This is an optimization exercise on Yosys and OpenROAD, whose aim is small area, not a production implementation. The RTL was checked by simulation tests, not by an equivalence proof against the original design. Power figures rest on the tool's default switching activity, not on a simulated workload.

`flow/run.sh`:
```
#!/bin/bash
# synth_recipe.tcl (not shown) runs the flow's synth.tcl, then flattens the netlist and writes it again
# the make line also repeats each setting of config.mk as NAME=value (left out here)
make -C /OpenROAD-flow-scripts/flow DESIGN_CONFIG=/design/flow/config.mk WORK_HOME=/design/flow/orfs CLKGATE_MAP_FILE= SYNTH_SCRIPT=/design/flow/synth_recipe.tcl finish
```
`flow/config.mk`:
```
export PLATFORM = sky130hd
export DESIGN_NAME = map_controller
export DESIGN_NICKNAME = map_controller
export VERILOG_FILES = /design/flow/design.v
export SDC_FILE = /design/flow/constraint.sdc
export NUM_CORES = 4
export LEC_CHECK = 0
export CAP_MARGIN = 20
export CORE_MARGIN = 2
export CORE_UTILIZATION = 60
export CTS_CLUSTER_DIAMETER = 100
export CTS_CLUSTER_SIZE = 25
export SLEW_MARGIN = 20
export SYNTH_HIERARCHICAL = 1
export SYNTH_MINIMUM_KEEP_SIZE = 0
```
`flow/constraint.sdc`:
```
create_clock -name core_clock -period 40.0 [get_ports {clock_50}]
set_input_delay 8.0000 -clock core_clock [delete_from_list [all_inputs] [get_ports {clock_50}]]
set_output_delay 8.0000 -clock core_clock [all_outputs]
set_load 0.01 [all_outputs]
```
`flow/design.v`:
```
`default_nettype none
module map_layout_rom
(
  input  logic [4:0] i_y,
  input  logic [2:0] i_gx,
  input  logic [1:0] i_p,
  output logic [6:0] o_group,
  output logic       o_orb
);
  logic w_yb, w_y119, w_y9, w_y10, w_gfirst, w_glast, w_gmid;
  assign w_yb     = (i_y == 5'd0) || (i_y == 5'd20);
  assign w_y119   = (i_y == 5'd1) || (i_y == 5'd19);
  assign w_y9     = (i_y == 5'd9);
  assign w_y10    = (i_y == 5'd10);
  assign w_gfirst = (i_gx == 3'd0);
  assign w_glast  = (i_gx == 3'd6);
  assign w_gmid   = (i_gx == 3'd3);
  always_comb begin
    if (w_yb)
      o_group = 7'b0111111;                          
    else if (i_y[0]) begin                           
      if (w_gfirst)      o_group = w_y119 ? 7'b0110110 : 7'b0111010;   
      else if (w_glast)  o_group = w_y119 ? 7'b0100111 : 7'b0101011;   
      else if (w_gmid && w_y9) o_group = 7'b1011010;                  
      else               o_group = 7'b0101010;                         
    end else begin                                   
      if (w_gmid && w_y10) o_group = 7'b0100010;                      
      else if (!i_gx[0])   o_group = 7'b0111011;                      
      else                 o_group = 7'b0101110;                      
    end
  end
  always_comb begin
    if (w_yb)
      o_orb = 1'b0;
    else if (i_y[0])
      o_orb = !((w_gfirst && i_p == 2'd0) || (w_glast && i_p == 2'd2) ||
                (w_y9 && w_gmid && i_p == 2'd1));
    else
      o_orb = i_gx[0] ^ i_p[0];
  end
endmodule
`default_nettype wire
`default_nettype none
module map_controller
(
  input  logic       clock_50,
  input  logic       resetn,
  input  logic       init,
  output logic       busy,
  input  logic [4:0] map_x,
  input  logic [4:0] map_y,
  output logic [2:0] sprite_type,
  input  logic       wr_en,
  input  logic [4:0] wr_x,
  input  logic [4:0] wr_y,
  input  logic [2:0] wr_type,
  output logic       wr_ack,
  output logic       wr_err,
  output logic [8:0] orbs_left,
  output logic       level_clear
);
  localparam int NGX = 7;
  localparam int NY  = 21;
  localparam int NG  = NGX * NY;
  function automatic logic is_orb(input logic [2:0] t);
    is_orb = (t == 3'b001) || (t == 3'b010);
  endfunction
  function automatic logic [6:0] enc(input logic [2:0] a, input logic [2:0] b,
                                     input logic [2:0] c);
    case ({a[2], b[2], c[2]})
      3'b000: enc = {1'b0, a[1:0], b[1:0], c[1:0]};
      3'b100: enc = {3'b100, b[1:0], c[1:0]};
      3'b010: enc = {3'b101, a[1:0], c[1:0]};
      3'b001: enc = {3'b110, a[1:0], b[1:0]};
      3'b110: enc = {5'b11100, c[1:0]};
      3'b101: enc = {5'b11101, b[1:0]};
      3'b011: enc = {5'b11110, a[1:0]};
      default: enc = 7'b1111100;
    endcase
  endfunction
  function automatic logic [8:0] dec(input logic [6:0] g);
    logic [2:0] a, b, c;
    if (!g[6]) begin
      a = {1'b0, g[5:4]}; b = {1'b0, g[3:2]}; c = {1'b0, g[1:0]};
    end else begin
      case (g[5:4])
        2'b00: begin a = 3'b100;         b = {1'b0, g[3:2]}; c = {1'b0, g[1:0]}; end
        2'b01: begin a = {1'b0, g[3:2]}; b = 3'b100;         c = {1'b0, g[1:0]}; end
        2'b10: begin a = {1'b0, g[3:2]}; b = {1'b0, g[1:0]}; c = 3'b100;         end
        default: begin
          case (g[3:2])
            2'b00:   begin a = 3'b100;         b = 3'b100;         c = {1'b0, g[1:0]}; end
            2'b01:   begin a = 3'b100;         b = {1'b0, g[1:0]}; c = 3'b100;         end
            2'b10:   begin a = {1'b0, g[1:0]}; b = 3'b100;         c = 3'b100;         end
            default: begin a = 3'b100;         b = 3'b100;         c = 3'b100;         end
          endcase
        end
      endcase
    end
    dec = {a, b, c};
  endfunction
  function automatic logic [2:0] dec_sel(input logic [6:0] g, input logic [1:0] p);
    logic [8:0] t;
    t = dec(g);
    case (p)
      2'd0:    dec_sel = t[8:6];
      2'd1:    dec_sel = t[5:3];
      default: dec_sel = t[2:0];
    endcase
  endfunction
  function automatic logic [NGX-1:0] gx_hot(input logic [4:0] x);
    case (x)
      5'd0,  5'd1,  5'd2:  gx_hot = 7'b0000001;
      5'd3,  5'd4,  5'd5:  gx_hot = 7'b0000010;
      5'd6,  5'd7,  5'd8:  gx_hot = 7'b0000100;
      5'd9,  5'd10, 5'd11: gx_hot = 7'b0001000;
      5'd12, 5'd13, 5'd14: gx_hot = 7'b0010000;
      5'd15, 5'd16, 5'd17: gx_hot = 7'b0100000;
      5'd18, 5'd19, 5'd20: gx_hot = 7'b1000000;
      default:             gx_hot = 7'b0000000;
    endcase
  endfunction
  function automatic logic [1:0] pos3(input logic [4:0] x);
    case (x)
      5'd0, 5'd3, 5'd6, 5'd9,  5'd12, 5'd15, 5'd18: pos3 = 2'd0;
      5'd1, 5'd4, 5'd7, 5'd10, 5'd13, 5'd16, 5'd19: pos3 = 2'd1;
      default:                                       pos3 = 2'd2;
    endcase
  endfunction
  function automatic logic [NY-1:0] y_hot(input logic [4:0] y);
    for (int j = 0; j < NY; j++)
      y_hot[j] = (y == 5'(j));
  endfunction
  function automatic logic [NGX-1:0] g_hot(input logic [2:0] g);
    for (int k = 0; k < NGX; k++)
      g_hot[k] = (g == 3'(k));
  endfunction
  logic       r_busy;      
  logic       r_wrst;      
  logic [4:0] r_iy;        
  logic [2:0] r_igx;       
  logic [1:0] r_ip;        
  logic [8:0] r_orbs;
  logic       r_wr_ack, r_wr_err;
  logic [2:0] r_spr;
  logic       r_ph;        
  logic       r_early;     
  logic [6:0] r_old;       
  logic [6:0] r_slot [0:NGX*10-1];    
  logic [6:0] r_pair [0:NGX*10-1];    
  logic [6:0] r_row20 [0:NGX-1];      
  logic [NY-1:0]  w_ry, w_wy;
  logic [NGX-1:0] w_rgx, w_wgx;
  logic [10:0]    w_qy;
  logic [6:0]     w_rg, w_wport, w_wg, w_wd, w_def_grp, w_bus, w_rd_grp;
  logic [8:0]     w_wold;
  logic [2:0]     w_old;
  logic           w_def_orb, w_byp, w_wnow, w_accept, w_we, w_wr_ok, w_row20;
  logic [4:0]     w_ay;
  map_layout_rom u_rom (
    .i_y     (r_iy),
    .i_gx    (r_igx),
    .i_p     (r_ip),
    .o_group (w_def_grp),
    .o_orb   (w_def_orb)
  );
  function automatic logic [4:0] phys_y(input logic [4:0] y, input logic ph);
    phys_y = {y[4:1], y[0] ^ (ph & !(y[4] & y[2]))};
  endfunction
  assign w_ry  = y_hot(phys_y(map_y, r_ph));
  assign w_rgx = gx_hot(map_x);
  assign w_ay  = r_busy ? r_iy : wr_y;
  assign w_wy  = y_hot(phys_y(w_ay, r_ph));
  assign w_wgx = r_busy ? g_hot(r_igx) : gx_hot(wr_x);
  logic [7*NG-1:0] w_flat;
  for (genvar m = 0; m < 10; m++) begin : g_flat_pair
    for (genvar k = 0; k < NGX; k++) begin : g_col
      assign w_flat[((2*m)*NGX+k)*7 +: 7]   = r_slot[m*NGX+k];
      assign w_flat[((2*m+1)*NGX+k)*7 +: 7] = r_pair[m*NGX+k];
    end
  end
  for (genvar k = 0; k < NGX; k++) begin : g_flat_20
    assign w_flat[(20*NGX+k)*7 +: 7] = r_row20[k];
  end
  map_port u_rd_port (.i_grp(w_flat), .i_yh(w_ry), .i_gh(w_rgx), .o_grp(w_rg));
  logic [7*NGX*11-1:0] w_qflat;
  for (genvar m = 0; m < 10; m++) begin : g_qflat
    assign w_qflat[m*NGX*7 +: NGX*7] = w_flat[(2*m+1)*NGX*7 +: NGX*7];
    assign w_qy[m] = w_wy[2*m+1];
  end
  assign w_qflat[10*NGX*7 +: NGX*7] = w_flat[20*NGX*7 +: NGX*7];
  assign w_qy[10] = w_wy[20];
  map_port #(.NR(11)) u_wr_port (.i_grp(w_qflat), .i_yh(w_qy), .i_gh(w_wgx), .o_grp(w_wport));
  assign w_wr_ok  = (wr_x <= 5'd20) && (wr_y <= 5'd20) && (wr_type <= 3'b100);
  assign w_accept = !r_busy && !r_wrst && !init && wr_en && w_wr_ok;
  assign w_row20  = wr_y[4] && wr_y[2];
  assign w_wnow   = (wr_y[0] ^ r_ph) || w_row20;
  assign w_wg = r_early ? r_old : w_wport;
  always_comb begin
    w_wold = dec(w_wg);
    case (pos3(wr_x))
      2'd0:    begin w_old = w_wold[8:6]; w_wd = enc(wr_type, w_wold[5:3], w_wold[2:0]); end
      2'd1:    begin w_old = w_wold[5:3]; w_wd = enc(w_wold[8:6], wr_type, w_wold[2:0]); end
      default: begin w_old = w_wold[2:0]; w_wd = enc(w_wold[8:6], w_wold[5:3], wr_type); end
    endcase
  end
  assign w_bus = r_busy ? w_def_grp : w_wd;
  assign w_we  = r_busy || (r_wrst && w_wnow) || (w_accept && w_wnow && !w_row20);
  for (genvar m = 0; m < 10; m++) begin : g_pair
    for (genvar k = 0; k < NGX; k++) begin : g_col
      always_ff @(posedge clock_50) begin
        r_slot[m*NGX+k] <= (w_we && w_wy[2*m+1] && w_wgx[k]) ? w_bus : r_pair[m*NGX+k];
        r_pair[m*NGX+k] <= r_slot[m*NGX+k];
      end
    end
  end
  for (genvar k = 0; k < NGX; k++) begin : g_row20
    always_ff @(posedge clock_50)
      if (w_we && w_wy[20] && w_wgx[k])
        r_row20[k] <= w_bus;
  end
  assign w_byp    = r_early && (map_y == wr_y) && ((w_rgx & w_wgx) != '0);
  assign w_rd_grp = w_byp ? r_old : w_rg;
  logic       w_done, w_rd_ok, w_p_last, w_g_last;
  logic [8:0] w_orbs_nxt;
  assign w_p_last = (r_ip == 2'd2);
  assign w_g_last = w_p_last && (r_igx == 3'd6);
  assign w_done   = w_g_last && (r_iy == 5'd20);
  assign w_rd_ok  = (map_x <= 5'd20) && (map_y <= 5'd20);
  always_comb begin
    w_orbs_nxt = r_orbs;
    if (r_busy) begin
      w_orbs_nxt = (r_iy == 5'd0) ? 9'd0 : r_orbs + {8'd0, w_def_orb};
    end else if (r_wrst) begin
      if (is_orb(w_old) && !is_orb(wr_type))
        w_orbs_nxt = r_orbs - 9'd1;
      else if (!is_orb(w_old) && is_orb(wr_type))
        w_orbs_nxt = r_orbs + 9'd1;
    end
  end
  always_ff @(posedge clock_50)
    r_old <= w_wport;
  always_ff @(posedge clock_50 or negedge resetn) begin
    if (!resetn) begin
      r_busy   <= 1'b1;
      r_wrst   <= 1'b0;
      r_iy     <= '0;
      r_igx    <= '0;
      r_ip     <= '0;
      r_orbs   <= '0;
      r_wr_ack <= 1'b0;
      r_wr_err <= 1'b0;
      r_spr    <= '0;
      r_ph     <= 1'b0;
      r_early  <= 1'b0;
    end else begin
      r_busy   <= r_busy ? !w_done : init;
      r_wrst   <= w_accept;
      r_ip     <= (r_busy && !w_p_last) ? r_ip + 2'd1 : 2'd0;
      r_igx    <= (r_busy && !w_g_last) ? r_igx + {2'd0, w_p_last} : 3'd0;
      r_iy     <= (r_busy && !w_done) ? r_iy + {4'd0, w_g_last} : 5'd0;
      r_orbs   <= w_orbs_nxt;
      r_wr_ack <= r_wrst;
      r_wr_err <= !r_busy && !r_wrst && !init && wr_en && !w_wr_ok;
      r_spr    <= (w_rd_ok && !r_busy) ? dec_sel(w_rd_grp, pos3(map_x)) : 3'b000;
      r_ph     <= !r_ph;
      r_early  <= w_accept && w_wnow && !w_row20;
    end
  end
  assign busy        = r_busy;
  assign sprite_type = r_spr;
  assign wr_ack      = r_wr_ack;
  assign wr_err      = r_wr_err;
  assign orbs_left   = r_orbs;
  assign level_clear = (r_orbs == 9'd0) && !r_busy;
endmodule
module map_port
#(
  parameter int NR = 21
)
(
  input  logic [7*7*NR-1:0] i_grp,
  input  logic [NR-1:0]     i_yh,
  input  logic [6:0]        i_gh,
  output logic [6:0]        o_grp
);
  logic [7*NR-1:0] w_row;
  for (genvar j = 0; j < NR; j++) begin : g_row
    map_mux #(.N(7)) u_col (.i_d(i_grp[j*49 +: 49]), .i_sel(i_gh), .o_d(w_row[j*7 +: 7]));
  end
  map_mux #(.N(NR)) u_row (.i_d(w_row), .i_sel(i_yh), .o_d(o_grp));
endmodule
module map_mux
#(
  parameter int N = 7
)
(
  input  logic [7*N-1:0] i_d,
  input  logic [N-1:0]   i_sel,
  output logic [6:0]     o_d
);
  always_comb begin
    o_d = '0;
    for (int k = 0; k < N; k++)
      o_d = o_d | ({7{i_sel[k]}} & i_d[k*7 +: 7]);
  end
endmodule
`default_nettype wire
```
==> run notes, run 1 <==
The flow ran to the end and the layout has no timing, DRC or antenna violations. The net count after synthesis came out at 3,625. The cell count of the worst reg-to-reg path came out at 22. The post-synthesis cell count is between 3,000 and 4,000. The region available for standard cell placement spans about 66,000 sq um.

The min-delay analysis places its worst path in the category reg -> reg. The pin count of the biggest net entering global routing is about 150. The residual overflow from global routing is 0. The worst register-to-register path has a setup slack of ~31 ns. The final-layout setup total negative slack came out at 0 ns. The placed instances occupy a cell area of slightly above 40,000 sq um. The most used flip-flop cell after synthesis is dfxtp_1.

The number of setup violations in the final report came out at 0. The number of failing hold endpoints at the final stage was 0. During placement, the flow inserted port buffers numbering 42. The post-cts sizing count came out at 0. The number of nets in the finished design is between 3,000 and 4,000. After synthesis the cells add up to 39,800 sq um. The height of the chip is 262 um. The buffer depth of the longest clock path came out at 3. The maximum frequency from static timing analysis came out at ~63 MHz. The critical path starts at wr_y[2]. The clock-pin slew on the worst setup and hold paths is 0.10 ns. The sort of element at the start of the critical path is an input port. The die is between 200 and 300 um wide. At the end of routability-driven placement, the weighted congestion stood at 0.993.

The initial antenna violation count is 7. The post-cts hold buffer count came out at 0. For hold timing, the worst endpoint is r_pair[65][4]$_DFF_P_.

The total clock buffers created by CTS is 49. The post-route antenna net violation count came out at 0. The number of placement rows is 94. The leading cell type in the layout, fill and taps excluded is dfxtp_1. Data on the critical path is required at its endpoint by 40.54 ns.

The worst hold path cell count is 0. The reported max-cap violation count came out at 0. The count of final max-slew check failures was 0. The worst register-to-register path ends at r_slot[0][5]$_DFF_P_. In the finished design, the share of the clock period the worst path needs comes to 0.397. In this run the most critical hold path is launched from r_slot[65][4]$_DFF_P_. Leaving out fill and tap cells, the most frequent cells in the layout are dfxtp_1, a22oi_1, mux2_2.

The effective utilization at floorplan is 0.606. The flip-flop and latch count after synthesis came out at approximately 1,100. The proportion of register bits with asynchronous set or reset after synthesis came out at 0.0263. The post-route total power came out at 0.00170 W. The ratio of total power to cell area is a little under 40 nW/um^2. Setup repair after global routing left no endpoint under its margin.

The first global-routing pass estimated 206 mm of wire. The number of global-route vias before repair is approximately 32,000. The number of placed I/O pins came out at between 40 and 50. The post-route minimum period is approximately 16 ns. The first-pass iteration count of the detailed router came out at 12. The clock tree from TritonCTS is done. The worst setup path is captured at a flop.

For the pin with the worst max-slew slack, the measured transition is 1.29 ns. The worst register-to-register path begins at r_busy$_DFF_PN1_. The maximum fanout count along the critical path came out at between 50 and 60. The total DRC errors in the routed layout is 0. The critical path is of the in -> reg type. The highest ir drop seen on vdd is roughly 0.054 mV. The setup skew after layout is approximately 0.024 ns. The H-tree level count came out at 2. The clock reaches the later pin of the worst-skew pair after between 0.6 and 0.7 ns. The total routing resource utilization after global routing is 0.400. Once the clock tree was built, the setup fixing pass inserted 0 buffers. The per-cell routed wire length came out at around 31 um. The number of synthesized flops with an enable pin came out at 49. The cell sitting at the root of the clock tree is a clkbuf_16. The arrival time of the worst setup path is ~16 ns. The part of the Yosys area used for sequential elements came out at 0.550. From synthesis to final layout, the design area changed by 7.57%.

The static leakage is 15.9 nW. The violation count after the first detailed-routing iteration is between 5,000 and 6,000. The worst max-slew margin expressed relative to the limit is 0.137. The summed area of non-filler cells in the final layout came out at approximately 43,000 sq um. The number of clock sinks is roughly 1,100. The overall die area is ~68,000 sq um. The HPWL reported at the end of detailed placement is 88.6 mm.

The detailed router placed 33,200 vias in this run. The final wirelength came out at 141 mm. The count of different cell masters after synthesis came out at 95. After synthesis, the mean cell area works out to between 10 and 15 sq um. The ratio of routed vias to standard cells is between 7 and 8. For this run, the number of Yosys warnings is 14. The share of post-route cells with drive strength above 1 came out at 0.140.
-- area by class of cell --
class	instances	area [sq um]
clock inverters	5	87.6
flip-flops and latches	1064	21900
repair buffers	92	896
diodes	1	2.50
well taps	864	1080
multi-input cells	2354	17400
inverters	43	165
clock buffers	55	1270
fillers	5197	22900
-- worst max-delay path, cell delays in order --
cell,delay [ns]
clkdlybuf4s50_1,0.56
mux2i_1,0.70
o21ai_1,0.19
xor2_1,0.39
nand2_1,0.28
nor2_1,1.04
a22o_1,0.29
a221oi_2,0.06
and3_1,0.18
nand2_1,0.17
mux2i_1,0.19
inv_1,0.15
ha_1,0.45
nor2b_1,0.14
a31oi_1,0.33
nor2_1,0.18
a221oi_1,0.52
o22ai_1,0.23
o31ai_4,0.24
buf_4,0.48
clkinv_2,0.92
mux2_2,0.63
-- kinds of logic (layout without fill, tap and decap cells) --
group / after synthesis / in the layout / share of synthesized area
buffers and inverters: 143 / 195 / 0.0163
muxes: 377 / 377 / 0.106
adders and majority gates: 37 / 37 / 0.0118
xor gates and xnor gates: 28 / 28 / 0.00615
DFF: 1064 / 1064 / 0.550
other: 1 / 2 / 0.0000941
and+or+nand+nor: 807 / 807 / 0.0961
AOI/OAI and AO/OA: 1104 / 1104 / 0.213
-- stage by stage --
| step | util | hold WS [ns] | setup WS, ns | instances |
|---|---|---|---|---|
| final | 0.652 | 0.344 | 24.13 | 4478 |
| after CTS | 0.652 | 0.346 | 24.50 | 4477 |
| after floorplan | - | 0.330 | 17.89 | 3561 |
| after global placement | 0.631 | 0.332 | 24.02 | 4417 |
| after detailed placement | 0.631 | 0.336 | 23.85 | 4417 |
| after global routing | 0.652 | 0.347 | 23.84 | 4477 |
-- where the power goes --
part | total [W] | switching, W | internal (W)
Sequential | 0.00107 | 0.00000224 | 0.00107
Clock | 0.000568 | 0.000337 | 0.000230
Combinational | 0.0000579 | 0.0000412 | 0.0000166
-- cells in the mapped netlist (5+ instances only) --
cell type / instances / area share
a21o_1: 7 / 0.0013
or3_1: 9 / 0.0014
nor2_1: 87 / 0.0082
o21a_1: 7 / 0.0013
mux2i_1: 26 / 0.0065
ha_1: 36 / 0.011
buf_2: 34 / 0.0043
and2_1: 7 / 0.0011
o21ai_0: 182 / 0.023
buf_4: 6 / 0.0011
xnor2_1: 13 / 0.0029
edfxtp_1: 49 / 0.037
buf_6: 6 / 0.0017
a311oi_1: 6 / 0.0013
clkbuf_1: 54 / 0.0051
dfrtp_1: 27 / 0.017
xor2_1: 15 / 0.0033
a21oi_1: 32 / 0.0040
a221oi_1: 17 / 0.0037
a222oi_1: 239 / 0.060
nand2b_1: 24 / 0.0038
nor2b_1: 11 / 0.0017
nor4_1: 10 / 0.0016
a22o_1: 11 / 0.0024
nand3_1: 270 / 0.034
dfxtp_1: 987 / 0.50
a211oi_1: 5 / 0.00094
mux2_2: 346 / 0.098
inv_1: 35 / 0.0033
and3_1: 19 / 0.0030
a31oi_1: 9 / 0.0014
o22ai_1: 10 / 0.0016
nand4_1: 30 / 0.0047
a22oi_1: 515 / 0.097
nor3_1: 22 / 0.0028
o21ai_1: 10 / 0.0013
nand2_1: 284 / 0.027
inv_2: 6 / 0.00057
-- worst max-delay path by stage --
stage,to,slack [ns],depth (start not counted)
floorplan,r_spr[0]$_DFF_PN0_,17.89,16
global placement,r_slot[63][4]$_DFF_P_,24.02,21
detailed placement,r_slot[10][4]$_DFF_P_,23.85,23
CTS,r_slot[25][4]$_DFF_P_,24.50,23
global route,r_slot[25][4]$_DFF_P_,23.84,23
finish,r_slot[0][5]$_DFF_P_,24.13,22
-- registers in the layout (all words and copies together), names as in the netlist, 2 cells and up --
register / cells
r_iy: 5
r_pair: 490
r_igx: 3
r_old: 7
r_ip: 2
r_slot: 490
r_row20: 49
r_spr: 3
r_orbs: 9
-- layer usage --
metal	share of wire	vias to the layer above	wire length (um)	global-route usage
met5	0.00028	-	40	0
met3	0.12	451	17500	0.106
met4	0.058	6	8170	0.205
li1	-	14200	-	-
met2	0.44	2249	61800	0.617
met1	0.38	16300	53500	0.519
-- modules after synthesis, one instance, submodules excluded, a selection --
module / cells inside / area, sq um
map_layout_rom: 37 / 233
map_controller: 2487 / 31800
==> inputs of run 2 (changes only) <==
--- a/flow/design.v
+++ b/flow/design.v
@@ -209,6 +209,11 @@
   for (genvar m = 0; m < 10; m++) begin : g_pair
     for (genvar k = 0; k < NGX; k++) begin : g_col
+      logic       w_en;
+      logic [6:0] w_d;
+      assign w_en = w_we && w_wy[2*m+1] && w_wgx[k];
+      map_slot_mux u_mux (.i_en(w_en), .i_en_n(!w_en), .i_bus(w_bus),
+                          .i_pair(r_pair[m*NGX+k]), .o_d(w_d));
       always_ff @(posedge clock_50) begin
-        r_slot[m*NGX+k] <= (w_we && w_wy[2*m+1] && w_wgx[k]) ? w_bus : r_pair[m*NGX+k];
+        r_slot[m*NGX+k] <= w_d;
         r_pair[m*NGX+k] <= r_slot[m*NGX+k];
       end
@@ -306,3 +311,13 @@
   end
 endmodule
+module map_slot_mux
+(
+  input  logic       i_en,
+  input  logic       i_en_n,
+  input  logic [6:0] i_bus,
+  input  logic [6:0] i_pair,
+  output logic [6:0] o_d
+);
+  assign o_d = ({7{i_en}} & i_bus) | ({7{i_en_n}} & i_pair);
+endmodule
 `default_nettype wire
--- a/flow/config.mk
+++ b/flow/config.mk
@@ -8,5 +8,5 @@
 export CAP_MARGIN = 20
 export CORE_MARGIN = 2
-export CORE_UTILIZATION = 60
+export CORE_UTILIZATION = 50
 export CTS_CLUSTER_DIAMETER = 100
 export CTS_CLUSTER_SIZE = 25
==> run 2 against run 1 <==
Net effect: still clean on timing, DRC and antenna; cell count is 2.0% higher; first-iteration DRC count up 13%; critical path depth increased by 11; core utilization shrank 10 points; via count is 2.8% higher; area after synthesis decreased by 2.5%; global-route usage fell by 3.1 points; worst setup slack worse by 0.93 ns; hold slack worse by 0.0030 ns; maximum frequency decreased by 5.5%; synthesized cell count fell by 4.0%; critical path type unchanged; critical endpoint is now r_orbs[8]$_DFFE_PN0P_; largest power group unchanged.
==> run notes, run 2 <==
The number of synthesized flops with an enable pin came out at 49 (unchanged). The H-tree level count was 2 (unchanged). The ratio of total power to cell area came out at 40.1 nW/um^2 (+1.2%). The portion of total power attributed to sequential cells came out at 0.629 (-0.002).

The static leakage came out at 15.8 nW (-1.1%). The transition time of the tightest slew-check pin is 1.13 ns (-0.159 ns). For this design, the slowest cell found on the critical path is clkinv_2. The start point of the critical path is wr_x[1].

The internal reg-to-reg setup slack came out at 30.17 ns (-0.62 ns). The arrival time of the worst setup path was 17.32 ns (+0.91 ns). The clock tree from TritonCTS is done. The maximum fanout count along the critical path came out at 45 (-13%). The post-cts sizing count is 0 (unchanged). The number of failing hold endpoints at the final stage was 0 (unchanged). The combinational fraction of design power came out at 0.034 (about the same). The pin count of the biggest net entering global routing came to 149 (unchanged).

The core utilization of the finished layout came out at 0.548 (-0.104). The largest registers in the layout are r_pair: 490 flops, r_slot: 490 flops, r_row20: 49 flops. The cell internal power dissipation is 0.00131 W (-0.19%). By area the synthesized netlist is led by dfxtp_1, a22o_1, a22oi_1. The overall die area is 80,000 sq um (+17%).

The final wirelength is 152 mm (+7.9%). The critical register-to-register path startpoint is r_busy$_DFF_PN1_. The worst setup path is captured at a flop.

The synthesized design spends more area on one cell type than any other, namely dfxtp_1. Setup repair after global routing left no endpoint under its margin. The residual overflow from global routing is 0 (unchanged). The worst hold path terminates at r_pair[39][3]$_DFF_P_.

The dominant synthesized flop cell is dfxtp_1. The number of nets in the finished design came out at 3,579 (-2.4%). STA classifies the critical path startpoint as an input port.

The number of placement rows is 102 (+8.5%). The number of clock sinks is 1,064 (unchanged). The post-route clock period utilization was 0.420 (+0.0232). The flow ran to the end and the layout has no timing, DRC or antenna violations. The number of global-route vias before repair was 32,300 (+2.6%). The worst hold path begins at r_slot[39][3]$_DFF_P_. The routability congestion estimate from global placement came out at 0.988 (-0.46%). The initial antenna violation count came out at 7 (unchanged).

The peak per-stage delay on the critical path came to 0.86 ns (-0.18 ns). The cell count of the worst reg-to-reg path came out at 31 (+41%). The effective utilization at floorplan is 0.503 (-0.103). Yosys instantiated no cell more often than dfxtp_1. The total area of multi-input combinational cells is 16,700 sq um (-4.3%).

The routing usage on met2 came out at 0.555 (-0.0614). The chip width is 283 um (+8.1%). The critical path is of the in -> reg type. The total routing resource utilization after global routing came to 0.370 (-0.0308). The total core area came out at 77,200 sq um (+17%). The worst flop-to-flop path endpoint is r_orbs[8]$_DFFE_PN0P_. The number of setup buffers added after CTS came to 0 (unchanged). The per-cell routed wire length is 33.3 um (+5.8%).

The ratio of routed vias to standard cells came out at 7.47 (+0.77%). The first-pass iteration count of the detailed router is 12 (unchanged). The power dissipated by switching net loads is 0.000383 W (+0.61%). The footprint of the flip-flops and latches was 21,900 sq um (unchanged). The top cell type's share of synthesized area is 0.508 (+0.0125). The share of total power consumed by net switching came out at 0.226 (+0.00140). The worst max-slew margin expressed relative to the limit is 0.245 (+0.109). The reported max-cap violation count came to 0 (unchanged). The post-route antenna net violation count is 0 (unchanged). The layout-stage area growth over the synthesis result came out at 8.91%.

The clock network power share came out at 0.337 (+0.002). The share of post-route cells with drive strength above 1 was 0.0508 (-0.0890). The highest ir drop seen on vdd came to 0.0515 mV (-5.4%).

The count of buffers inserted at the top-level ports came to 42 (unchanged). In this run the worst hold path is classified as reg -> reg. The global-route wire length before repair was 220 mm (+7.0%). The number of setup violations in the final report came out at 0 (unchanged).

The count of different cell masters after synthesis is 94 (-1.1%). The total DRC errors in the routed layout is 0 (unchanged). The leading cell type in the layout, fill and taps excluded is dfxtp_1.

The buffer depth of the longest clock path was 3 (unchanged). The worst hold path cell count was 0 (unchanged). The setup skew after layout was 0.0482 ns (+0.0245 ns). The total clock buffers created by CTS came out at 49 (unchanged). The vias after detailed routing came to 34,100 (+2.8%). The global-route track usage on met1 came to 0.507 (-0.0124). After synthesis, the most frequently instantiated cells are dfxtp_1, a22oi_1, a22o_1. The part of the Yosys area used for sequential elements is 0.564 (+0.0139). The Yosys warning count came to 17 (+3).

The maximum frequency from static timing analysis is 59.5 MHz (-5.5%). The post-synthesis cell count came out at 3,418 (-4.0%). The HPWL reported at the end of detailed placement came out at 97.3 mm (+9.8%). The post-synthesis instance area came out at 38,900 sq um (-2.5%). The global routing stage identified its most utilized layer as met2.

The root buffer cell chosen for the clock tree is clkbuf_16. The global-route track usage on met3 came to 0.0799 (-0.0265). The number of placed I/O pins came out at 43 (unchanged). The post-cts hold buffer count came to 0 (unchanged). The insertion delay to the later sink of the worst-skew pair is 0.66 ns (about the same). The mean area per synthesized cell is 11.4 sq um (+1.6%). The count of final max-slew check failures came out at 0 (unchanged). The height of the chip came out at 283 um (+8.1%). The net count after synthesis was 3,482 (-3.9%). The fill cell total of the finished layout came out at 6,673 (+28%).

The final-layout setup total negative slack is 0 ns (unchanged). The violation count after the first detailed-routing iteration came to 6,217 (+13%). The proportion of register bits with asynchronous set or reset after synthesis came out at 0.0263 (unchanged).

The required time reported for the critical path endpoint was 40.52 ns (-0.02 ns). The post-route minimum period came out at 16.80 ns (+0.928 ns). The flip-flop and latch count after synthesis is 1,064 (unchanged).

The clock-pin slew on the worst setup and hold paths came out at 0.10 ns (about the same). The top cell types in the final layout, fill and taps aside, are dfxtp_1, a22oi_1, a22o_1.
run 2: cells by family (layout without fill, tap and decap cells):
group           Yosys count  in the layout  share of synthesized area
compound gates         1449           1449                      0.309
xor+xnor                 29             29                    0.00654
fa+ha+maj                37             37                     0.0121
buf+inv                 101            209                     0.0111
flops                  1064           1064                      0.564
mux                      36             36                     0.0107
other cells               1              2                  0.0000965
simple gates            701            701                     0.0864
run 2: metal layers:
| metal | vias to the layer above | routed length (um) |
|---|---|---|
| met1 | 17000 | 60600 |
| li1 | 14300 | - |
| met3 | 416 | 17400 |
| met2 | 2404 | 66000 |
| met4 | 10 | 8120 |
| met5 | - | 85 |
run 2: through the flow:
stage                     cells  hold slack [ns]  instance area (sq um)  setup WS (ns)  total power, W
after detailed placement   4504            0.335                  41000          22.88         0.00115
after global routing       4566            0.349                  42300          22.78         0.00174
final                      4567            0.340                  42300          23.20         0.00170
after floorplan            3418            0.330                  38900          17.34         0.00113
after CTS                  4566            0.338                  42300          23.51         0.00170
after global placement     4504            0.332                  41000          22.97         0.00115
run 2: worst max path at each step:
stage / endpoint / cells past startpoint
global route: r_orbs[8]$_DFFE_PN0P_ / 32
CTS: r_orbs[8]$_DFFE_PN0P_ / 33
detailed placement: r_orbs[8]$_DFFE_PN0P_ / 33
finish: r_orbs[8]$_DFFE_PN0P_ / 33
global placement: r_orbs[8]$_DFFE_PN0P_ / 33
floorplan: r_spr[0]$_DFF_PN0_ / 17
run 2: power by group through the flow:
stage	logic (W)	clock network [W]	registers [W]
after global placement	0.0000559	0	0.00109
after CTS	0.0000564	0.000573	0.00107
final	0.0000577	0.000571	0.00107
after detailed placement	0.0000562	0	0.00109
after global routing	0.0000611	0.000614	0.00107
after floorplan	0.0000337	0	0.00109
run 2: layout make-up:
class                      count  share of cell area
sequential                  1064               0.518
tap                         1040              0.0307
inverter                      51             0.00473
clock buffer                  57              0.0302
timing repair buffer          96              0.0209
multi-input combinational   2253               0.394
clock inverter                 5             0.00139
antenna                        1           0.0000591
run 2: worst max-delay path, delay by kind of cell:
family / cells / cell delay [ns]
muxes: 1 / 0.36
AOI/OAI and AO/OA: 11 / 2.91
buffers and inverters: 7 / 2.98
xor gates and xnor gates: 1 / 0.17
and+or+nand+nor: 10 / 2.00
adders and majority gates: 3 / 0.85
run 2: modules after synthesis, one instance, submodules excluded, excerpt:
module	cells inside	flops+latches	cell area (sq um)	copies in the design
map_controller	1854	1064	26600	1
map_layout_rom	37	0	233	1
map_slot_mux	7	0	61.3	70
==> inputs of run 3 (changes only) <==
--- a/flow/design.v
+++ b/flow/design.v
@@ -234,13 +234,9 @@
   assign w_rd_ok  = (map_x <= 5'd20) && (map_y <= 5'd20);
   always_comb begin
-    w_orbs_nxt = r_orbs;
-    if (r_busy) begin
-      w_orbs_nxt = (r_iy == 5'd0) ? 9'd0 : r_orbs + {8'd0, w_def_orb};
-    end else if (r_wrst) begin
-      if (is_orb(w_old) && !is_orb(wr_type))
-        w_orbs_nxt = r_orbs - 9'd1;
-      else if (!is_orb(w_old) && is_orb(wr_type))
-        w_orbs_nxt = r_orbs + 9'd1;
-    end
+    logic w_inc, w_dec;
+    w_inc = r_busy ? w_def_orb : (r_wrst && !is_orb(w_old) && is_orb(wr_type));
+    w_dec = !r_busy && r_wrst && is_orb(w_old) && !is_orb(wr_type);
+    w_orbs_nxt = r_orbs + {{8{w_dec}}, w_inc || w_dec};
+    if (r_busy && r_iy == 5'd0) w_orbs_nxt = 9'd0;
   end
   always_ff @(posedge clock_50)
--- a/flow/config.mk
+++ b/flow/config.mk
@@ -8,5 +8,5 @@
 export CAP_MARGIN = 20
 export CORE_MARGIN = 2
-export CORE_UTILIZATION = 50
+export CORE_UTILIZATION = 65
 export CTS_CLUSTER_DIAMETER = 100
 export CTS_CLUSTER_SIZE = 25
==> run 3 against run 2 <==
Net effect: die area down 23%; synthesized cell count decreased by 1.4%; largest power group unchanged; via count is 1.1% higher; clock-buffer cell count is 1 lower; non-clock buffer count shrank 8; critical path depth fell by 3; power shrank 0.55%; wire length fell by 6.7%.
==> run notes, run 3 <==
The post-route total power came out at 0.00169 W (-0.55%). The core utilization of the finished layout is 0.708 (+0.160). The internal reg-to-reg setup slack is 29.76 ns (-0.41 ns). The number of setup violations in the final report is 0 (unchanged). The fill cell total of the finished layout came out at 4,218 (-37%). The final-layout worst hold slack came to 0.321 ns (-0.0193 ns). The post-cts hold buffer count is 0 (unchanged). The total routing resource utilization after global routing is 0.449 (+0.0799).

The maximum fanout count along the critical path is 51 (+13%). The clock-pin slew on the worst setup and hold paths is 0.09 ns (about the same). The worst hold path terminates at r_pair[47][1]$_DFF_P_. The share of post-route cells with drive strength above 1 came out at 0.0458 (-0.00494). The post-placement worst setup slack is 22.15 ns (-0.723 ns). The post-route clock period utilization is 0.441 (+0.0207). The number of global-route vias before repair came to 32,700 (+1.2%).

The critical path's slowest cell is clkinv_2. STA classifies the critical path endpoint as a flop. The arrival time of the worst setup path is 18.14 ns (+0.82 ns). The transition time of the tightest slew-check pin came out at 1.24 ns (+0.109 ns). In the post-synthesis netlist, the biggest area contributors are dfxtp_1, a22o_1, a22oi_1.

The per-cell routed wire length came out at 33.5 um (+0.35%). The first-pass iteration count of the detailed router is 13 (+1). The maximum frequency from static timing analysis is 56.7 MHz (-4.7%). The ratio of total power to cell area is 40.5 nW/um^2 (+1.1%). CTS placed an instance of clkbuf_16 at the clock tree root. The flip-flop and latch count after synthesis is 1,064 (unchanged). The count of buffers inserted at the top-level ports came out at 42 (unchanged).

The number of synthesized flops with an enable pin is 49 (unchanged). After synthesis, the most frequently instantiated cells are dfxtp_1, a22oi_1, a22o_1. The post-cts sizing count is 0 (unchanged). The critical setup path kind is in -> reg. The buffer depth of the longest clock path is 3 (unchanged). For this run, the leading register cell type out of synthesis is dfxtp_1. The worst max-slew margin expressed relative to the limit is 0.173 (-0.0724). In this run the most critical hold path is launched from r_slot[47][1]$_DFF_P_. The top cell type's share of synthesized area came out at 0.513 (+0.00482). The routability congestion estimate from global placement is 1.03 (+4.1%). The largest registers in the layout are r_pair: 490 flops, r_slot: 490 flops, r_row20: 49 flops. The number of failing hold endpoints at the final stage came out at 0 (unchanged). The total clock buffers created by CTS was 49 (unchanged).

The number of clock sinks is 1,064 (unchanged). The total DRC errors in the routed layout came out at 0 (unchanged). The overall die area is 61,200 sq um (-23%).

The initial antenna violation count is 9 (+2). The final wirelength is 142 mm (-6.7%). The post-route minimum period is 17.63 ns (+0.829 ns). Setup repair after global routing left no endpoint under its margin. The reported max-cap violation count came out at 0 (unchanged). The largest area contributor in the synthesized netlist is dfxtp_1. Compared with the post-synthesis result, the final layout area differs by 8.12%.

The peak per-stage delay on the critical path came to 1.10 ns (+0.24 ns). The most prevalent standard cell on the critical path is nor2_1. STA classifies the critical path startpoint as an input port.

The cell count of the worst reg-to-reg path is 29 (-6.5%). The post-route antenna net violation count came out at 0 (unchanged). The top cell types in the final layout, fill and taps aside, are dfxtp_1, a22oi_1, a22o_1. The post-synthesis instance area is 38,500 sq um (-0.94%).

The static leakage is 15.5 nW (-1.6%). The pin count of the biggest net entering global routing came to 149 (unchanged). The count of final max-slew check failures is 0 (unchanged). The flow ran to the end and the layout has no timing, DRC or antenna violations. The number of placement rows is 89 (-13%).

In this run the critical register-to-register path is launched from r_busy$_DFF_PN1_. The setup slack after layout came out at 22.37 ns (-0.829 ns). The insertion delay to the later sink of the worst-skew pair came out at 0.67 ns (about the same).

The number of setup buffers added after CTS is 0 (unchanged). The highest ir drop seen on vdd is 0.0495 mV (-3.8%). The Yosys warning count came to 17 (unchanged). The part of the Yosys area used for sequential elements is 0.570 (+0.00536).

The residual overflow from global routing came out at 0 (unchanged). The H-tree level count came to 2 (unchanged). The ratio of routed vias to standard cells is 8.12 (+8.7%). The total area of multi-input combinational cells came to 16,300 sq um (-2.0%). The number of nets in the finished design is 3,523 (-1.6%). The leading cell type in the layout, fill and taps excluded is dfxtp_1. The total core area came out at 58,800 sq um (-24%). The violation count after the first detailed-routing iteration is 7,011 (+13%). The proportion of register bits with asynchronous set or reset after synthesis is 0.0263 (unchanged). The worst hold path cell count is 0 (unchanged). The required time reported for the critical path endpoint came out at 40.51 ns (about the same). The final-layout setup total negative slack is 0 ns (unchanged). The height of the chip is 247 um (-13%). The mean area per synthesized cell came out at 11.4 sq um (+0.44%). The effective utilization at floorplan is 0.655 (+0.151). The global-route wire length before repair is 207 mm (-5.9%).

The post-synthesis cell count came out at 3,371 (-1.4%). The clock tree from TritonCTS is done. The number of placed I/O pins came to 43 (unchanged). Among all cell types in the netlist, the one instantiated most often is dfxtp_1. The setup skew after layout came to 0.0503 ns (+0.00210 ns). The net count after synthesis came out at 3,434 (-1.4%). The worst register-to-register path ends at r_orbs[8]$_DFF_PN0_. The vias after detailed routing is 34,500 (+1.1%). The footprint of the flip-flops and latches is 21,900 sq um (unchanged). The count of different cell masters after synthesis was 85 (-9.6%).

The chip width came out at 247 um (-13%). The class of the worst hold path is reg -> reg. The HPWL reported at the end of detailed placement is 88.5 mm (-9.1%).
-- run 3: cell count changes in the layout (fill, tap and decap cells not counted), moves of 3 or more --
cell | before | now
o22ai_1 | 16 | 5
buf_4 | 48 | 40
inv_1 | 43 | 35
mux2_4 | 7 | 0
and3_1 | 12 | 7
a221o_1 | 4 | 0
nand3_1 | 275 | 271
xor2_1 | 18 | 14
a2111oi_0 | 5 | 2
a311oi_1 | 1 | 4
mux2i_1 | 19 | 16
nand3b_1 | 8 | 5
nor4_1 | 6 | 3
o211ai_1 | 6 | 9
-- run 3: critical path: cells and delay by family --
| family | cells | cell delay (ns) |
|---|---|---|
| buffers and inverters | 4 | 2.84 |
| AOI/OAI and AO/OA | 10 | 3.46 |
| muxes | 2 | 0.68 |
| adders and majority gates | 2 | 0.72 |
| and+or+nand+nor | 10 | 2.00 |
| xor gates and xnor gates | 2 | 0.40 |
-- run 3: per-module statistics from Yosys (local to each module, per instance), a selection --
| module | area (sq um) | flip-flops and latches | copies in the design | cells inside |
|---|---|---|---|---|
| map_controller | 26200 | 1064 | 1 | 1807 |
| map_layout_rom | 233 | 0 | 1 | 37 |
| map_slot_mux | 61.3 | 0 | 70 | 7 |
-- run 3: how the worst max path moves through the flow --
stage,endpoint,startpoint,slack [ns],cells past startpoint
floorplan,r_spr[0]$_DFF_PN0_,map_x[2],17.61,17
global placement,r_orbs[8]$_DFF_PN0_,wr_x[2],22.16,31
detailed placement,r_orbs[8]$_DFF_PN0_,wr_x[2],22.15,30
CTS,r_orbs[8]$_DFF_PN0_,wr_x[2],22.78,30
global route,r_orbs[8]$_DFF_PN0_,wr_x[2],22.09,31
finish,r_orbs[8]$_DFF_PN0_,wr_x[2],22.37,30
-- run 3: final cells by class --
type,instances,share of cell area
well taps,773,0.0232
flip-flops and latches,1064,0.527
multi-input cells,2215,0.392
clock inverters,5,0.00183
diodes,3,0.000180
repair buffers,88,0.0204
inverters,42,0.00397
clock buffers,56,0.0311
-- run 3: layer usage --
metal / global-route usage / share of wire
met4: 0.269 / 0.070
met5: 0 / 0.0011
met3: 0.121 / 0.15
met1: 0.589 / 0.35
met2: 0.667 / 0.43
-- run 3: logic make-up (layout without fill, tap and decap cells) --
family,count (synthesis),in the layout,share of synthesized area
AOI/OAI and AO/OA,1432,1432,0.309
DFF,1064,1064,0.570
and+or+nand+nor,692,692,0.0851
buffers and inverters,92,191,0.0103
adders and majority gates,36,36,0.0119
muxes,28,28,0.00796
xor gates and xnor gates,26,26,0.00591
other,1,4,0.0000974
-- run 3: through the flow --
stage | std cells | area [sq um]
global placement | 4181 | 40200
CTS | 4242 | 41600
finish | 4246 | 41600
floorplan | 3371 | 38500
global route | 4243 | 41600
detailed placement | 4181 | 40200
-- run 3: where the power goes --
part	total [W]	internal [W]	switching, W
registers	0.00107	0.00107	0.00000158
clock network	0.000568	0.000234	0.000334
logic	0.0000499	0.0000133	0.0000367
==> inputs of run 4 (changes only) <==
--- a/flow/design.v
+++ b/flow/design.v
@@ -301,10 +301,32 @@
   output logic [6:0]     o_d
 );
+  localparam int N3 = N / 3;
+  localparam int NT = N3 + ((N % 3) != 0 ? 1 : 0);
+  logic [6:0] w_t [0:NT-1];
+  for (genvar i = 0; i < N3; i++) begin : g_aoi
+    map_aoi3 u_aoi (.i_d(i_d[i*21 +: 21]), .i_sel(i_sel[i*3 +: 3]), .o_n(w_t[i]));
+  end
+  if (N % 3 == 1) begin : g_rest1
+    assign w_t[N3] = ~({7{i_sel[N-1]}} & i_d[(N-1)*7 +: 7]);
+  end else if (N % 3 == 2) begin : g_rest2
+    assign w_t[N3] = ~(({7{i_sel[N-2]}} & i_d[(N-2)*7 +: 7]) |
+                       ({7{i_sel[N-1]}} & i_d[(N-1)*7 +: 7]));
+  end
   always_comb begin
-    o_d = '0;
-    for (int k = 0; k < N; k++)
-      o_d = o_d | ({7{i_sel[k]}} & i_d[k*7 +: 7]);
+    o_d = '1;
+    for (int i = 0; i < NT; i++)
+      o_d = o_d & w_t[i];
+    o_d = ~o_d;
   end
 endmodule
+module map_aoi3
+(
+  input  logic [20:0] i_d,
+  input  logic [2:0]  i_sel,
+  output logic [6:0]  o_n
+);
+  assign o_n = ~(({7{i_sel[0]}} & i_d[0 +: 7]) | ({7{i_sel[1]}} & i_d[7 +: 7]) |
+                 ({7{i_sel[2]}} & i_d[14 +: 7]));
+endmodule
 module map_slot_mux
 (
--- a/flow/config.mk
+++ b/flow/config.mk
@@ -8,5 +8,5 @@
 export CAP_MARGIN = 20
 export CORE_MARGIN = 2
-export CORE_UTILIZATION = 65
+export CORE_UTILIZATION = 60
 export CTS_CLUSTER_DIAMETER = 100
 export CTS_CLUSTER_SIZE = 25
==> run 4 against run 3 <==
Net effect: cell count up 0.59%; wire length down 3.7%; sequential power hardly changed; hold slack improved by 0.014 ns; power is 0.33% lower; maximum frequency up 5.1%; synthesized cell count decreased by 1.7%; clock-buffer cell count is the same; first-iteration DRC count increased by 18%; area after synthesis shrank 1.1%; largest cell class unchanged; largest power group unchanged.
==> run notes, run 4 <==
The cell with the most instances after synthesis is dfxtp_1. The maximum frequency from static timing analysis came out at 59.6 MHz (+5.1%). The Yosys warning count came out at 22 (+5). The part of the Yosys area used for sequential elements came to 0.576 (+0.00623). For this design, the slowest cell found on the critical path is a222oi_1. The clock network power share came to 0.336 (about the same).

The summed area of non-filler cells in the final layout came to 41,300 sq um (-0.87%). The setup skew after layout is 0.0431 ns (-0.00723 ns). The routability congestion estimate from global placement is 0.981 (-4.7%). The number of nets in the finished design was 3,476 (-1.3%).

The layout-stage area growth over the synthesis result came out at 8.35%. The worst setup path is captured at a flop. The number of setup buffers added after CTS is 0 (unchanged). The HPWL reported at the end of detailed placement is 85.7 mm (-3.1%). The cell internal power dissipation is 0.00131 W (-0.29%). The library cells used most frequently in the layout, excluding fill and tap cells, are dfxtp_1, a222oi_1, a22o_1. The total clock buffers created by CTS came out at 49 (unchanged). The number of setup violations in the final report came out at 0 (unchanged). The number of synthesized flops with an enable pin is 49 (unchanged).

After synthesis, the cell types taking the most area are dfxtp_1, a222oi_1, a22o_1. The count of final max-slew check failures is 0 (unchanged). The largest area contributor in the synthesized netlist is dfxtp_1. The net count after synthesis is 3,378 (-1.6%).

The post-cts sizing count is 0 (unchanged). The xor and xnor fraction of the mapped netlist area is 0.00598 (+0.0000647). CTS placed an instance of clkbuf_16 at the clock tree root. The number of clock sinks came out at 1,064 (unchanged). Leaving out fill and tap cells, the most frequent cell in the layout is dfxtp_1. The violation count after the first detailed-routing iteration came to 8,275 (+18%).

The count of different cell masters after synthesis is 88 (+3.5%). The final wirelength came out at 137 mm (-3.7%). The flip-flop and latch count after synthesis came out at 1,064 (unchanged). The static leakage came out at 15.4 nW (-0.77%).

Grouping stages by cell kind, the critical path spends the most delay in compound AO/OA/AOI/OAI gates. The buffer depth of the longest clock path came out at 3 (unchanged). The share of post-route cells with drive strength above 1 is 0.0497 (+0.00384). The number of non-filler instances in the completed layout is 4,271 (+0.59%). The insertion delay to the later sink of the worst-skew pair came out at 0.66 ns (about the same). The count of buffer and inverter cells on the critical path came out at 4 (unchanged). The initial antenna violation count came out at 0 (-9). The internal reg-to-reg setup slack came out at 30.30 ns (+0.54 ns). The number of placed I/O pins is 43 (unchanged). The arrival time of the worst setup path came out at 17.29 ns (-0.85 ns). The dominant combinational cell family by area after synthesis is compound AO/OA/AOI/OAI gates.

The largest registers in the layout are r_pair: 490 flops, r_slot: 490 flops, r_row20: 49 flops. The required time reported for the critical path endpoint was 40.52 ns (about the same). The proportion of register bits with asynchronous set or reset after synthesis is 0.0263 (unchanged). The flow ran to the end and the layout has no timing, DRC or antenna violations. The post-route minimum period is 16.78 ns (-0.851 ns). The peak per-stage delay on the critical path came out at 1.00 ns (-0.10 ns). The area fraction in compound gates after synthesis is 0.279 (-0.0304). The overall die area is 65,500 sq um (+7.0%). The startpoint identified for the worst register-to-register timing path is r_busy$_DFF_PN1_. The post-synthesis cell count is 3,315 (-1.7%). The ratio of routed vias to standard cells came out at 7.88 (-3.0%).

The pin count of the biggest net entering global routing came out at 149 (unchanged). The path with the worst hold slack has its endpoint at r_pair[4][5]$_DFF_P_. The post-route clock period utilization is 0.419 (-0.0213).

The number of placement rows came out at 92 (+3.4%). The post-synthesis instance area came out at 38,100 sq um (-1.1%). The ratio of total power to cell area is 40.8 nW/um^2 (+0.54%). The total routing resource utilization after global routing is 0.398 (-0.0514).

The portion of total power attributed to sequential cells is 0.636 (+0.002). The simple-gate share of the synthesized area came out at 0.107 (+0.0218). The global-route wire length before repair is 201 mm (-3.0%). The power dissipated by switching net loads is 0.000371 W (-0.46%).

The post-cts hold buffer count is 0 (unchanged). The reported max-cap violation count came out at 0 (unchanged). The number of global-route vias before repair came out at 31,400 (-4.1%). The mean area per synthesized cell came out at 11.5 sq um (+0.59%). Setup repair after global routing left no endpoint under its margin. The H-tree level count is 2 (unchanged). Sorting the synthesized cells by how often they occur yields dfxtp_1, a222oi_1, a22o_1. The class of the worst hold path is reg -> reg. The final-layout setup total negative slack came to 0 ns (unchanged).

TritonCTS built the clock tree. The worst hold path cell count is 0 (unchanged). The effective utilization at floorplan is 0.605 (-0.0500). The worst max-slew margin expressed relative to the limit came out at 0.155 (-0.0182). The clock-pin slew on the worst setup and hold paths is 0.09 ns (about the same). The per-cell routed wire length came out at 32.0 um (-4.2%). The residual overflow from global routing is 0 (unchanged). The transition time of the tightest slew-check pin came out at 1.27 ns (+0.0273 ns).

The count of buffers inserted at the top-level ports is 42 (unchanged). The adder-cell share of the synthesized area is 0.0120 (+0.000130). The cell area reported after detailed placement came out at 39,900 sq um (-0.86%). The maximum fanout count along the critical path came out at 41 (-20%). The first-pass iteration count of the detailed router came to 14 (+1). The height of the chip is 256 um (+3.5%). The proportion of synthesized area in mux cells was 0.00999 (+0.00203). The most used flip-flop cell after synthesis is dfxtp_1.

The top cell type's share of synthesized area was 0.519 (+0.00562). The worst setup path is of the in -> reg kind. The total core area came out at 63,000 sq um (+7.1%).

STA classifies the critical path startpoint as an input port. In this run the worst setup path begins at wr_x[2]. The combinational fraction of design power is 0.028 (-0.002). In this run the most critical hold path is launched from r_slot[4][5]$_DFF_P_. The number of failing hold endpoints at the final stage came out at 0 (unchanged).

The worst flop-to-flop path endpoint is r_orbs[8]$_DFF_PN0_. The vias after detailed routing is 33,600 (-2.4%). The cell count of the worst reg-to-reg path is 31 (+6.9%). The highest ir drop seen on vdd is 0.0451 mV (-8.9%). The placed instance count came to 4,206 (+0.60%).

The total DRC errors in the routed layout came out at 0 (unchanged). The share of total power consumed by net switching came out at 0.221 (-0.000297). The chip width came out at 256 um (+3.5%). The final-layout worst hold slack came to 0.335 ns (+0.0141 ns). The post-route antenna net violation count was 0 (unchanged).
-- run 4: final cells by class --
type,instances,area [sq um]
clock inverters,5,82.6
multi-input cells,2161,15900
inverters,42,163
well taps,846,1060
flip-flops and latches,1064,21900
fillers,4872,21700
clock buffers,56,1270
repair buffers,95,843
diodes,2,5.00
-- run 4: metrics by stage --
stage | worst slack, ns | power [W] | utilization
finish | 23.22 | 0.00168 | 0.655
floorplan | 17.69 | 0.00112 | -
global placement | 23.30 | 0.00114 | 0.633
global route | 23.17 | 0.00172 | 0.655
detailed placement | 23.20 | 0.00114 | 0.633
CTS | 23.84 | 0.00168 | 0.655
-- run 4: cell families after synthesis --
logic type | Yosys count
other | 1
buffers and inverters | 90
and+or+nand+nor | 893
adders and majority gates | 36
muxes | 33
xor gates and xnor gates | 26
DFF | 1064
AOI/OAI and AO/OA | 1172
-- run 4: power by group through the flow --
stage | clock network, W | logic [W] | registers [W]
floorplan | 0 | 0.0000262 | 0.00109
global placement | 0 | 0.0000445 | 0.00109
detailed placement | 0 | 0.0000450 | 0.00109
CTS | 0.000566 | 0.0000451 | 0.00107
global route | 0.000604 | 0.0000491 | 0.00107
finish | 0.000565 | 0.0000471 | 0.00107
-- run 4: worst max-delay path by stage --
stage	end	slack (ns)	cells after the start
2_1_floorplan	r_spr[1]$_DFF_PN0_	17.69	17
3_3_place_gp	r_orbs[8]$_DFF_PN0_	23.30	30
3_5_place_dp	r_orbs[8]$_DFF_PN0_	23.20	32
4_1_cts	r_orbs[8]$_DFF_PN0_	23.84	32
5_1_grt	r_orbs[8]$_DFF_PN0_	23.17	32
6_report	r_orbs[8]$_DFF_PN0_	23.22	31
-- run 4: per-layer routing --
layer,routed length [um],part of all wire,GRT usage
met1,51700,0.38,0.547
met5,0,0,0
met3,19000,0.14,0.0972
met2,58300,0.43,0.586
met4,7720,0.056,0.202
-- run 4: Yosys stat by module, one instance, submodules excluded, a selection --
module,cell area [sq um],copies in the design,cells,flip-flops and latches
map_controller,26200,1,1794,1064
map_layout_rom,233,1,37,0
map_aoi3,70.1,74,7,0
map_slot_mux,61.3,70,7,0
-- run 4: worst reg2reg max path: cells and delay by family, from the launching register on --
kind | cells | cell delay [ns]
xor gates and xnor gates | 2 | 0.32
muxes | 2 | 0.75
AOI/OAI and AO/OA | 9 | 2.98
buffers and inverters | 4 | 1.77
adders and majority gates | 3 | 1.00
DFF | 1 | 0.55
and+or+nand+nor | 11 | 2.16
==> inputs of run 5 (changes only) <==
--- a/flow/design.v
+++ b/flow/design.v
@@ -145,4 +145,5 @@
   logic [2:0] r_spr;
   logic       r_ph;        
+  logic       r_pol;       
   logic       r_early;     
   logic [6:0] r_old;       
@@ -153,5 +154,6 @@
   logic [NGX-1:0] w_rgx, w_wgx;
   logic [10:0]    w_qy;
-  logic [6:0]     w_rg, w_wport, w_wg, w_wd, w_def_grp, w_bus, w_rd_grp;
+  logic [6:0]     w_rg, w_wport, w_wg, w_wd, w_def_grp, w_bus, w_rd_grp, w_rgp, w_wpp, w_slot_d;
+  logic           w_rinv, w_winv;
   logic [8:0]     w_wold;
   logic [2:0]     w_old;
@@ -183,5 +185,11 @@
     assign w_flat[(20*NGX+k)*7 +: 7] = r_row20[k];
   end
-  map_port u_rd_port (.i_grp(w_flat), .i_yh(w_ry), .i_gh(w_rgx), .o_grp(w_rg));
+  map_port u_rd_port (.i_grp(w_flat), .i_yh(w_ry), .i_gh(w_rgx), .o_grp(w_rgp));
+  always_comb begin
+    if (map_y[4] && map_y[2])    w_rinv = 1'b0;
+    else if (map_y[0] ^ r_ph)    w_rinv = r_pol;
+    else                         w_rinv = r_ph ^ r_pol;
+  end
+  assign w_rg = w_rgp ^ {7{w_rinv}};
   logic [7*NGX*11-1:0] w_qflat;
   for (genvar m = 0; m < 10; m++) begin : g_qflat
@@ -191,9 +199,11 @@
   assign w_qflat[10*NGX*7 +: NGX*7] = w_flat[20*NGX*7 +: NGX*7];
   assign w_qy[10] = w_wy[20];
-  map_port #(.NR(11)) u_wr_port (.i_grp(w_qflat), .i_yh(w_qy), .i_gh(w_wgx), .o_grp(w_wport));
+  map_port #(.NR(11)) u_wr_port (.i_grp(w_qflat), .i_yh(w_qy), .i_gh(w_wgx), .o_grp(w_wpp));
   assign w_wr_ok  = (wr_x <= 5'd20) && (wr_y <= 5'd20) && (wr_type <= 3'b100);
   assign w_accept = !r_busy && !r_wrst && !init && wr_en && w_wr_ok;
   assign w_row20  = wr_y[4] && wr_y[2];
   assign w_wnow   = (wr_y[0] ^ r_ph) || w_row20;
+  assign w_winv   = r_pol && !w_row20;
+  assign w_wport  = w_wpp ^ {7{w_winv}};
   assign w_wg = r_early ? r_old : w_wport;
   always_comb begin
@@ -206,4 +216,5 @@
   end
   assign w_bus = r_busy ? w_def_grp : w_wd;
+  assign w_slot_d = w_bus ^ {7{r_pol}};
   assign w_we  = r_busy || (r_wrst && w_wnow) || (w_accept && w_wnow && !w_row20);
   for (genvar m = 0; m < 10; m++) begin : g_pair
@@ -212,5 +223,5 @@
       logic [6:0] w_d;
       assign w_en = w_we && w_wy[2*m+1] && w_wgx[k];
-      map_slot_mux u_mux (.i_en(w_en), .i_en_n(!w_en), .i_bus(w_bus),
+      map_slot_mux u_mux (.i_en(w_en), .i_en_n(!w_en), .i_bus(w_slot_d),
                           .i_pair(r_pair[m*NGX+k]), .o_d(w_d));
       always_ff @(posedge clock_50) begin
@@ -254,4 +265,5 @@
       r_spr    <= '0;
       r_ph     <= 1'b0;
+      r_pol    <= 1'b0;
       r_early  <= 1'b0;
     end else begin
@@ -266,4 +278,5 @@
       r_spr    <= (w_rd_ok && !r_busy) ? dec_sel(w_rd_grp, pos3(map_x)) : 3'b000;
       r_ph     <= !r_ph;
+      r_pol    <= r_pol ^ r_ph;
       r_early  <= w_accept && w_wnow && !w_row20;
     end
@@ -337,5 +350,5 @@
   output logic [6:0] o_d
 );
-  assign o_d = ({7{i_en}} & i_bus) | ({7{i_en_n}} & i_pair);
+  assign o_d = ~(({7{i_en}} | i_pair) & ({7{i_en_n}} | i_bus));
 endmodule
 `default_nettype wire
==> run 5 against run 4 <==
Net effect: still clean; sequential power barely moved; first-iteration DRC count shrank 3.7%; combinational power up 150%; largest power group unchanged; highest routed layer is now met5.
==> run notes, run 5 <==
The run finished with no timing, DRC or antenna violations. The global routing stage identified its most utilized layer as met2. The post-route antenna net violation count came out at 0 (unchanged). The pin count of the biggest net entering global routing is 97 (-35%). The total DRC errors in the routed layout is 0 (unchanged). Broken down by cell family, the worst path's largest delay share belongs to compound AO/OA/AOI/OAI gates. The layout-stage area growth over the synthesis result came out at 8.32% (about the same). The first-pass iteration count of the detailed router is 14 (unchanged). The proportion of register bits with asynchronous set or reset after synthesis is 0.0272 (+0.000914). Yosys instantiated no cell more often than dfxtp_1. The number of synthesized flops with an enable pin is 49 (unchanged). The setup skew after layout came out at 0.0258 ns (-0.0172 ns).

The HPWL reported at the end of detailed placement came out at 88.4 mm (+3.2%). The worst setup path is captured at a flop. The count of different cell masters after synthesis is 90 (+2.3%). The reported max-cap violation count came out at 0 (unchanged). Setup repair after global routing left no endpoint under its margin.

The post-cts hold buffer count is 0 (unchanged). The part of the Yosys area used for sequential elements is 0.586 (+0.00962). The maximum fanout count along the critical path is 49 (+20%). The number of global-route vias before repair is 32,000 (+2.1%).

The total routing resource utilization after global routing is 0.412 (+0.0136). After synthesis, the cell types taking the most area are dfxtp_1, a222oi_1, o22ai_1. The summed area of non-filler cells in the final layout is 40,600 sq um (-1.6%).

In the synthesized netlist, the cells that appear most often are dfxtp_1, a222oi_1, o22ai_1. The per-cell routed wire length is 31.6 um (-1.3%). The total clock buffers created by CTS was 48 (-2.0%).

The top cell types in the final layout, fill and taps aside, are dfxtp_1, a222oi_1, o22ai_1. The initial antenna violation count came out at 5 (+5). The effective utilization at floorplan came to 0.608 (+0.00284). The post-route total power came out at 0.00174 W (+3.8%). The number of failing hold endpoints at the final stage came to 0 (unchanged).

The overall die area came out at 64,500 sq um (-1.5%). The vias after detailed routing was 34,200 (+1.6%). The leading cell type in the layout, fill and taps excluded is dfxtp_1. The height of the chip was 254 um (-0.76%). The worst hold path belongs to the class reg -> reg. In this run the critical register-to-register path is launched from r_busy$_DFF_PN1_. The flip-flop and latch count after synthesis came to 1,065 (+0.094%). The ratio of routed vias to standard cells is 7.83 (-0.56%). The number of placement rows is 91 (-1.1%). The final wirelength is 138 mm (+0.78%). The number of placed I/O pins came out at 43 (unchanged). The clock-pin slew on the worst setup and hold paths came out at 0.11 ns (+0.02 ns).

The dominant synthesized flop cell is dfxtp_1. TritonCTS built the clock tree. The count of buffers inserted at the top-level ports is 42 (unchanged). The residual overflow from global routing came out at 0 (unchanged).

The Yosys warning count is 22 (unchanged). The share of post-route cells with drive strength above 1 was 0.0474 (-0.00226). The arrival time of the worst setup path is 17.86 ns (+0.57 ns).

The slowest stage of the critical path is the a222oi_1 cell. The global-route track usage on met3 is 0.121 (+0.0241). The ratio of total power to cell area came out at 43.0 nW/um^2 (+5.4%).

The final-layout setup total negative slack is 0 ns (unchanged). The launch instance of the worst min-delay path is r_slot[20][6]$_DFF_P_. The H-tree level count is 2 (unchanged).

The start point of the critical path is wr_x[1]. The global-route wire length before repair came out at 201 mm (-0.24%). The critical setup path kind is in -> reg. The number of clock sinks came out at 1,065 (+0.094%). The post-synthesis cell count came out at 3,418 (+3.1%). The number of gates on the worst path with buffers counted came out at 26 (-16%).

The global-route track usage on met1 came out at 0.536 (-0.0110). The insertion delay to the later sink of the worst-skew pair is 0.65 ns (about the same). The mean area per synthesized cell was 11.0 sq um (-4.5%). The worst max-slew margin expressed relative to the limit came out at 0.140 (-0.0144). The post-cts sizing count is 0 (unchanged). The routability congestion estimate from global placement is 0.973 (-0.80%). The post-synthesis instance area was 37,500 sq um (-1.5%). The number of setup buffers added after CTS came out at 0 (unchanged).

The highest ir drop seen on vdd came to 0.0345 mV (-24%). The maximum frequency from static timing analysis was 57.6 MHz (-3.4%). The number of setup violations in the final report came out at 0 (unchanged).

The top cell type's share of synthesized area is 0.527 (+0.00807). The post-route minimum period is 17.37 ns (+0.595 ns). The worst setup path is launched from an input port. The cell count of the worst reg-to-reg path came to 24 (-23%). The chip width is 254 um (-0.76%). The count of final max-slew check failures came out at 0 (unchanged). The number of nets in the finished design is 3,576 (+2.9%). The static leakage was 15.2 nW (-1.3%). The largest total area in the synthesized netlist belongs to dfxtp_1.

The routing usage on met2 came out at 0.611 (+0.0257). The required time reported for the critical path endpoint is 40.49 ns (-0.03 ns). The net count after synthesis was 3,479 (+3.0%).

In the final layout, the registers with the most flip-flops are r_pair: 490 flops, r_slot: 490 flops, r_row20: 49 flops. The transition time of the tightest slew-check pin came out at 1.29 ns (+0.0216 ns). The violation count after the first detailed-routing iteration came out at 7,967 (-3.7%). The peak per-stage delay on the critical path is 1.10 ns (+0.10 ns).

The count of buffer and inverter cells on the critical path came out at 6 (+2). The tree is rooted in a clkbuf_16. The buffer depth of the longest clock path came out at 3 (unchanged). The post-route clock period utilization is 0.434 (+0.0149). The worst hold path cell count is 0 (unchanged). The cell area reported after detailed placement came out at 39,300 sq um (-1.4%).

The total core area was 61,700 sq um (-2.0%).
-- run 5: changes by cell type after synthesis, sizes merged, moves of 7 or more --
cell    change
a22o      -491
o22ai     +489
nor2       +15
nor2b      +15
xnor2      +11
nand2      +10
xor2       +10
mux2        -9
nor3        -8
or3         +8
buf         +7
nand2b      +7
-- run 5: area by class of cell --
class | count | area [sq um]
clock inverter | 2 | 31.3
timing repair buffer | 103 | 891
sequential | 1065 | 22000
fill | 4874 | 21100
multi-input combinational | 2256 | 15300
clock buffer | 56 | 1250
inverter | 41 | 158
antenna | 2 | 5.00
tap | 837 | 1050
-- run 5: power breakdown --
| group | internal [W] | leakage, nW | switching (W) | total [W] |
|---|---|---|---|---|
| Sequential | 0.00107 | 9.02 | 0.00000290 | 0.00107 |
| Clock | 0.000224 | 0.628 | 0.000331 | 0.000555 |
| Combinational | 0.0000424 | 5.55 | 0.0000739 | 0.000116 |
-- run 5: kinds of logic after synthesis --
group / share of synthesized area
adder cells (fa/ha/maj): 0.0115
flip-flops: 0.586
multiplexers: 0.00500
XOR/XNOR: 0.0115
AND/OR/NAND/NOR: 0.115
AO/OA/AOI/OAI: 0.260
buffers and inverters: 0.0116
other: 0.000100
-- run 5: worst paths after layout --
path	slack [ns]	to
max reg2reg	29.88	r_slot[41][2]$_DFF_P_
max	22.63	r_slot[41][2]$_DFF_P_
min reg2reg	0.35	r_pair[20][6]$_DFF_P_
min in group asynchronous	7.75	r_ip[0]$_DFF_PN0_
max in group asynchronous	31.92	r_busy$_DFF_PN1_
min	0.35	r_pair[20][6]$_DFF_P_
-- run 5: through the flow --
step	utilization	hold slack (ns)	setup WS (ns)	std cells
final	0.658	0.347	22.63	4362
after global routing	0.658	0.351	22.33	4360
after CTS	0.658	0.343	23.18	4360
after detailed placement	0.637	0.336	22.50	4302
after global placement	0.637	0.331	22.55	4302
after floorplan	-	0.330	17.63	3418
-- run 5: per-layer routing --
metal | vias to the layer above | share of wire
met5 | - | 0.00041
met4 | 8 | 0.063
met3 | 536 | 0.15
met2 | 2835 | 0.43
met1 | 16400 | 0.36
li1 | 14400 | -
-- run 5: per-module statistics from Yosys, one instance, submodules excluded, excerpt --
module,cell area (sq um),cells inside,flops+latches,times used
map_slot_mux,43.8,7,0,70
map_layout_rom,233,37,0,1
map_aoi3,70.1,7,0,74
map_controller,26900,1897,1065,1

what the ideal ports hide:
In the flow no input, the clock included, has a driving cell. The finished layouts below were timed again as built, in two steps.
Step 1 (the two cells are an assumption about what drives the block):
set clk [get_ports {clock_50}]
set_driving_cell -lib_cell sky130_fd_sc_hd__clkbuf_16 $clk
set_driving_cell -lib_cell sky130_fd_sc_hd__buf_2 [delete_from_list [all_inputs] $clk]
Step 2 moves the port delays by t, midway between the first and last clock arrival at a register: inputs arrive t later, outputs are due t later. That takes back most of the time a late clock gives input paths.
Three values: ideal ports, drivers, drivers and shift; two values: the first two.
run | t (ns) | slack for setup (ns) | clock arrival spread, ns | slew at the worst register clock pin (ns) | pins driven straight from the clock port
run 1 | 0.716 | 24.128 / 24.165 / 23.450 | 0.023 / 0.023 | 0.11 / 0.11 | 1
run 2 | 0.704 | 23.199 / 23.243 / 22.539 | 0.048 / 0.048 | 0.11 / 0.11 | 1
run 3 | 0.710 | 22.371 / 22.415 / 21.706 | 0.050 / 0.051 | 0.10 / 0.10 | 1
run 4 | 0.710 | 23.221 / 23.265 / 22.555 | 0.043 / 0.043 | 0.11 / 0.11 | 1
run 5 | 0.704 | 22.627 / 22.670 / 21.966 | 0.026 / 0.026 | 0.11 / 0.11 | 1
After both steps every run listed still meets setup and hold. For run 1, which loses most, drivers alone change the setup slack by +0.037 ns; drivers and shift together by -0.678 ns.
